Context: an optimization exercise on an open-source flow, tuned for small area, a short achievable clock period and few clock cycles per item. The choices shown serve that exercise and are no tape-out recipe.
At most, simulation tests tie the RTL to the original design; equivalence was not proved.
Power and IR drop assume default switching activity.

==> flow/design.v <==
module seq_alu (
  input  logic        clock,
  input  logic        clear,
  input  logic        start,
  input  logic [3:0]  op,
  input  logic [31:0] a,
  input  logic [31:0] b,
  output logic        busy,
  output logic        done,
  output logic [63:0] result,
  output logic        div_by_zero,
  output logic        illegal_op
);
  logic s_idle, s_sgl, s_mul, s_dv1, s_dvs, s_fxh, s_fxl, s_done;
  logic        busy_q;
  logic [31:0] B;
  logic [33:0] H;
  logic [31:0] L;
  logic [4:0]  cnt;
  logic        sb, nq, nr, bz, dbz_q, ill_q;
  logic [4:0]  lza, lzb;
  logic        c_xh, c_xl, c_yb1, c_yb2, c_yl, c_yh, c_inv, c_dvs;
  logic        d1_one, d1_two, d1_neg;
  function automatic logic [4:0] lzc31(input logic [31:0] v);
    logic [15:0] z1; logic [15:0] c1;
    logic [7:0]  z2; logic [15:0] c2;
    logic [3:0]  z3; logic [11:0] c3;
    logic [1:0]  z4; logic [7:0]  c4;
    logic [31:0] w;
    w = {v[31:1], 1'b1};
    for (int g = 0; g < 16; g++) begin
      z1[g] = ~(w[2*g+1] | w[2*g]);
      c1[g] = ~w[2*g+1];
    end
    for (int g = 0; g < 8; g++) begin
      z2[g] = z1[2*g+1] & z1[2*g];
      c2[2*g +: 2] = z1[2*g+1] ? {1'b1, c1[2*g]} : {1'b0, c1[2*g+1]};
    end
    for (int g = 0; g < 4; g++) begin
      z3[g] = z2[2*g+1] & z2[2*g];
      c3[3*g +: 3] = z2[2*g+1] ? {1'b1, c2[2*(2*g) +: 2]} : {1'b0, c2[2*(2*g+1) +: 2]};
    end
    for (int g = 0; g < 2; g++) begin
      z4[g] = z3[2*g+1] & z3[2*g];
      c4[4*g +: 4] = z3[2*g+1] ? {1'b1, c3[3*(2*g) +: 3]} : {1'b0, c3[3*(2*g+1) +: 3]};
    end
    lzc31 = z4[1] ? {1'b1, c4[3:0]} : {1'b0, c4[7:4]};
  endfunction
  function automatic logic [5:0] booth2(input logic [3:0] m, input logic p);
    booth2[0] = m[0] ^ p;                                       
    booth2[1] = (m[1] & ~m[0] & ~p) | (~m[1] & m[0] & p);       
    booth2[2] = m[1];                                           
    booth2[3] = m[2] ^ m[1];                                    
    booth2[4] = (m[3] & ~m[2] & ~m[1]) | (~m[3] & m[2] & m[1]); 
    booth2[5] = m[3];                                           
  endfunction
  logic [4:0] lza_in, lzb_in;
  logic       left_in, neg_in, sub_in, mul_in, div_in, bz_in, fast_in, ill_in;
  assign lza_in  = lzc31(a ^ {32{a[31]}});
  assign lzb_in  = lzc31(b ^ {32{b[31]}});
  assign left_in = (op == 4'd10) | (op == 4'd12);
  assign ill_in  = (op == 4'd13) | (op == 4'd14) | (op == 4'd15);
  assign neg_in  = (op == 4'd2);
  assign sub_in  = (op == 4'd5);
  assign mul_in  = (op == 4'd6);
  assign div_in  = (op == 4'd7);
  assign bz_in   = (b == '0);
  assign fast_in = ~neg_in & ~sub_in & (op != 4'd4) & ~mul_in & ~div_in;
  logic [6:0] sh_d;
  assign sh_d = {2'b00, lzb} - {2'b00, lza} + {6'd0, L[31]};    
  logic bsx;    
  assign bsx = c_dvs ? sb : B[31];
  logic [33:0] X, Ys, p1;
  assign X  = ({34{c_xh}} & H) | ({34{c_xl}} & {{2{L[31]}}, L});
  assign Ys = ({34{c_yb1}} & {bsx, bsx, B})
            | ({34{c_yb2}} & {B[31], B, 1'b0})
            | ({34{c_yl}}  & {{2{L[31]}}, L})
            | ({34{c_yh}}  & H);
  assign p1 = (({34{d1_one}} & {{2{B[31]}}, B}) | ({34{d1_two}} & {B[31], B, 1'b0}))
              ^ {34{d1_neg}};
  logic [35:0] cx, cy, cz, csum, ccar, SS;
  logic [36:0] sum1;
  logic [33:0] S;
  assign cx   = {{2{X[33]}}, X};
  assign cy   = {{2{Ys[33] ^ c_inv}}, Ys ^ {34{c_inv}}};
  assign cz   = {p1, d1_neg, d1_neg};
  assign csum = cx ^ cy ^ cz;
  assign ccar = {(cx[34:0] & cy[34:0]) | (cx[34:0] & cz[34:0]) | (cy[34:0] & cz[34:0]), c_inv};
  assign sum1 = {csum, 1'b1} + {ccar, d1_neg};
  assign SS   = sum1[36:1];
  assign S    = SS[33:0];
  logic [4:0]  amt, r;
  logic [31:0] rin, pre, rot, m_hi, m_lo, rsh;
  logic        left;
  assign rin  = s_dv1 ? B : a;
  assign amt  = s_dv1 ? sh_d[4:0] : b[4:0];
  assign left = s_dv1 | left_in;
  assign r    = left ? ~amt : amt;
  assign pre  = left ? {rin[0], rin[31:1]} : rin;
  always_comb begin
    logic [31:0] s0, s1, s2, s3;
    s0  = r[0] ? {pre[0], pre[31:1]}       : pre;
    s1  = r[1] ? {s0[1:0], s0[31:2]}       : s0;
    s2  = r[2] ? {s1[3:0], s1[31:4]}       : s1;
    s3  = r[3] ? {s2[7:0], s2[31:8]}       : s2;
    rot = r[4] ? {s3[15:0], s3[31:16]}     : s3;
  end
  always_comb
    for (int i = 0; i < 32; i++) begin
      m_hi[i] = 5'(i) >= amt;
      m_lo[31 - i] = 5'(i) >= amt;
    end
  always_comb begin
    case ({s_dv1, op})
      {1'b0, 4'd8}:  rsh = rot & m_lo;                                
      {1'b0, 4'd9}:  rsh = (rot & m_lo) | ({32{a[31]}} & ~m_lo);      
      {1'b0, 4'd11}, {1'b0, 4'd12}: rsh = rot;                        
      default:       rsh = rot & m_hi;                                
    endcase
  end
  logic [31:0] fast;
  always_comb begin
    case (op)
      4'd0:    fast = a & b;
      4'd1:    fast = a | b;
      4'd3:    fast = ~a;
      4'd8, 4'd9, 4'd10, 4'd11, 4'd12: fast = rsh;
      default: fast = '0;
    endcase
  end
  logic q_bit, mul_last, dvs_last, dv1_steps, fin;
  assign q_bit     = ~S[33];
  assign mul_last  = (cnt[2:0] == 3'd7);
  assign dvs_last  = (cnt == 5'd0);
  assign dv1_steps = ~bz & ~sh_d[6];
  logic take, n_sgl, n_mul, n_dv1, n_dvs, n_fxh, n_fxl;
  assign take  = s_idle & start;
  assign n_sgl = take & (neg_in | sub_in | (op == 4'd4));
  assign n_mul = (take & mul_in) | (s_mul & ~mul_last);
  assign n_dv1 = take & div_in;
  assign n_dvs = (s_dv1 & dv1_steps) | (s_dvs & ~dvs_last);
  assign n_fxh = (s_dv1 & ~bz & sh_d[6] & L[31]) | (s_dvs & dvs_last & nr);
  assign n_fxl = (s_dv1 & ~bz & sh_d[6] & ~L[31] & B[31])
               | (s_dvs & dvs_last & ~nr & nq) | (s_fxh & nq);
  assign fin = s_sgl | s_fxl
             | (s_mul & mul_last)
             | (s_dv1 & (bz | (sh_d[6] & ~L[31] & ~B[31])))
             | (s_dvs & dvs_last & ~nr & ~nq)
             | (s_fxh & ~nq);
  logic [5:0] nbooth;
  assign nbooth = s_idle ? booth2(a[3:0], 1'b0) : booth2(L[7:4], L[3]);
  logic nsb;    
  assign nsb = s_dv1 ? B[31] : sb;
  always_ff @(posedge clock) begin
    if (clear) begin
      s_idle <= 1'b1;
      s_sgl  <= 1'b0;
      s_mul  <= 1'b0;
      s_dv1  <= 1'b0;
      s_dvs  <= 1'b0;
      s_fxh  <= 1'b0;
      s_fxl  <= 1'b0;
      s_done <= 1'b0;
      busy_q <= 1'b0;
    end else begin
      s_idle <= (s_idle & ~start) | s_done;
      s_sgl  <= n_sgl;
      s_mul  <= n_mul;
      s_dv1  <= n_dv1;
      s_dvs  <= n_dvs;
      s_fxh  <= n_fxh;
      s_fxl  <= n_fxl;
      s_done <= fin | (take & fast_in);
      busy_q <= (busy_q & ~fin) | (take & ~fast_in);
    end
  end
  always_ff @(posedge clock) begin
    c_xh   <= (n_mul & s_mul) | n_dvs;
    c_xl   <= n_sgl & ~neg_in;
    c_yb1  <= (n_mul & nbooth[0]) | n_dvs | (n_sgl & ~neg_in);
    c_yb2  <= n_mul & nbooth[1];
    c_yl   <= n_dv1 | n_fxl | (n_sgl & neg_in);
    c_yh   <= n_fxh;
    c_inv  <= (n_mul & nbooth[2]) | (n_dv1 & a[31] & ~bz_in) | (n_dvs & ~nsb)
            | n_fxh | n_fxl | (n_sgl & (neg_in | sub_in));
    c_dvs  <= n_dvs;
    d1_one <= n_mul & nbooth[3];
    d1_two <= n_mul & nbooth[4];
    d1_neg <= n_mul & nbooth[5];
  end
  always_ff @(posedge clock) begin
    if (s_idle) begin
      B   <= b;
      cnt <= '0;
      lza <= lza_in;
      lzb <= lzb_in;
      bz  <= bz_in;
      if (start) begin
        L <= fast_in ? fast : a;
        if (fast_in) begin
          H     <= '0;
          dbz_q <= 1'b0;
          ill_q <= ill_in;
        end
      end
    end
    if (s_sgl) begin
      H     <= '0;
      L     <= S[31:0];
      dbz_q <= 1'b0;
      ill_q <= 1'b0;
    end
    if (s_mul) begin
      H     <= {{2{SS[35]}}, SS[35:4]};
      L     <= {SS[3:0], L[31:4]};
      cnt   <= cnt + 5'd1;
      dbz_q <= 1'b0;
      ill_q <= 1'b0;
    end
    if (s_dv1) begin
      sb    <= B[31];
      nr    <= L[31];
      nq    <= L[31] ^ B[31];
      dbz_q <= bz;
      ill_q <= 1'b0;
      H     <= S;                   
      L     <= {32{bz}};
      B     <= rsh;
      cnt   <= sh_d[4:0];
    end
    if (s_dvs) begin
      if (q_bit) H <= S;
      L   <= {L[30:0], q_bit};
      B   <= {sb, B[31:1]};
      cnt <= cnt - 5'd1;
    end
    if (s_fxh) H <= S;
    if (s_fxl) L <= S[31:0];
  end
  assign busy        = busy_q;
  assign done        = s_done;
  assign result      = {H[31:0], L};
  assign div_by_zero = dbz_q;
  assign illegal_op  = ill_q;
endmodule
clock: 10.0 ns
lec_check: 0
abc_area: 1
cap_margin: 20
core_margin: 2
core_utilization: 40
setup_slack_margin: 5
slew_margin: 20
tns_end_percent: 0
standard.sh (not shown) runs the stock make flow with config.mk's settings and CLKGATE_MAP_FILE= SYNTH_SCRIPT=/design/flow/synth_recipe.tcl, a recipe that flattens the netlist after the stock synthesis.
==> flow/flow/run.sh <==
#!/bin/bash
set -euo pipefail
bash standard.sh ABC_AREA=1 TNS_END_PERCENT=0 SETUP_SLACK_MARGIN=6 finish > make.log 2>&1
Then changed:
--- a/flow/design.v
+++ b/flow/design.v
@@ -19,10 +19,11 @@
   logic [4:0]  cnt;
   logic        sb, nq, nr, bz, dbz_q, ill_q;
   logic [4:0]  lza, lzb;
   logic        c_xh, c_xl, c_yb1, c_yb2, c_yl, c_yh, c_inv, c_dvs;
   logic        d1_one, d1_two, d1_neg;
+  logic        m16;    
   function automatic logic [4:0] lzc31(input logic [31:0] v);
     logic [15:0] z1; logic [15:0] c1;
     logic [7:0]  z2; logic [15:0] c2;
     logic [3:0]  z3; logic [11:0] c3;
     logic [1:0]  z4; logic [7:0]  c4;
@@ -64,10 +65,17 @@
   assign sub_in  = (op == 4'd5);
   assign mul_in  = (op == 4'd6);
   assign div_in  = (op == 4'd7);
   assign bz_in   = (b == '0);
   assign fast_in = ~neg_in & ~sub_in & (op != 4'd4) & ~mul_in & ~div_in;
+  logic a16_in, b16_in, swap_in;
+  logic [31:0] la_in, lb_in;
+  assign a16_in  = (a[31:15] == '0) | (a[31:15] == '1);
+  assign b16_in  = (b[31:15] == '0) | (b[31:15] == '1);
+  assign swap_in = mul_in & ~a16_in & b16_in;
+  assign la_in   = swap_in ? b : a;
+  assign lb_in   = swap_in ? a : b;
   logic [6:0] sh_d;
   assign sh_d = {2'b00, lzb} - {2'b00, lza} + {6'd0, L[31]};    
   logic bsx;    
   assign bsx = c_dvs ? sb : B[31];
   logic [33:0] X, Ys, p1;
@@ -128,11 +136,13 @@
       default: fast = '0;
     endcase
   end
   logic q_bit, mul_last, dvs_last, dv1_steps, fin;
   assign q_bit     = ~S[33];
-  assign mul_last  = (cnt[2:0] == 3'd7);
+  logic mul_half;    
+  assign mul_half  = m16 & (cnt[2:0] == 3'd3);
+  assign mul_last  = (cnt[2:0] == 3'd7) | mul_half;
   assign dvs_last  = (cnt == 5'd0);
   assign dv1_steps = ~bz & ~sh_d[6];
   logic take, n_sgl, n_mul, n_dv1, n_dvs, n_fxh, n_fxl;
   assign take  = s_idle & start;
   assign n_sgl = take & (neg_in | sub_in | (op == 4'd4));
@@ -146,11 +156,11 @@
              | (s_mul & mul_last)
              | (s_dv1 & (bz | (sh_d[6] & ~L[31] & ~B[31])))
              | (s_dvs & dvs_last & ~nr & ~nq)
              | (s_fxh & ~nq);
   logic [5:0] nbooth;
-  assign nbooth = s_idle ? booth2(a[3:0], 1'b0) : booth2(L[7:4], L[3]);
+  assign nbooth = s_idle ? booth2(la_in[3:0], 1'b0) : booth2(L[7:4], L[3]);
   logic nsb;    
   assign nsb = s_dv1 ? B[31] : sb;
   always_ff @(posedge clock) begin
     if (clear) begin
       s_idle <= 1'b1;
@@ -188,17 +198,18 @@
     d1_two <= n_mul & nbooth[4];
     d1_neg <= n_mul & nbooth[5];
   end
   always_ff @(posedge clock) begin
     if (s_idle) begin
-      B   <= b;
+      B   <= lb_in;
+      m16 <= a16_in | b16_in;
       cnt <= '0;
       lza <= lza_in;
       lzb <= lzb_in;
       bz  <= bz_in;
       if (start) begin
-        L <= fast_in ? fast : a;
+        L <= fast_in ? fast : la_in;
         if (fast_in) begin
           H     <= '0;
           dbz_q <= 1'b0;
           ill_q <= ill_in;
         end
@@ -209,12 +220,17 @@
       L     <= S[31:0];
       dbz_q <= 1'b0;
       ill_q <= 1'b0;
     end
     if (s_mul) begin
-      H     <= {{2{SS[35]}}, SS[35:4]};
-      L     <= {SS[3:0], L[31:4]};
+      if (mul_half) begin
+        H <= {{18{SS[35]}}, SS[35:20]};
+        L <= {SS[19:0], L[31:20]};
+      end else begin
+        H <= {{2{SS[35]}}, SS[35:4]};
+        L <= {SS[3:0], L[31:4]};
+      end
       cnt   <= cnt + 5'd1;
       dbz_q <= 1'b0;
       ill_q <= 1'b0;
     end
     if (s_dv1) begin
After rerunning: Final cell count rises by 15%. Setup slack improved by 7.6 ps. Via count rises by 17%. Design area rises by 15%. Total power rises by 13%. Routed wire length rises by 14%.
Testbench counts after the change, summed over its fixed seeds: cycles 21,830, ops 4,000.
Function not checked in the first run of this note: the RTL went through the layout flow alone.

separate check: timing with driven ports:
No port has a modelled driver above. Below, the same layouts with a new extraction and two added sets of constraints. Step 1 sets driving cells, clkbuf_16 on the clock port and buf_2 on the other inputs (assumed; they add their load-dependent delay and slew). Step 2 moves the port delays by t, midway between the first and last clock arrival at a register: inputs arrive t later, outputs are due t later. That takes back most of the time a late clock gives input paths. Slacks: no drivers / after step 1 / after step 2; pairs: no drivers / after step 1.
run | t (ns) | setup WS [ns] | pins driven straight from the clock port
the first run | 0.520 | 5.580 / 5.615 / 5.095 | 1
the second run | 0.522 | 5.587 / 5.594 / 5.072 | 1
After both steps setup and hold are still met in every run listed. The setup slack of the second run, which loses most, moves by +0.007 ns with the drivers and by -0.515 ns with both steps.
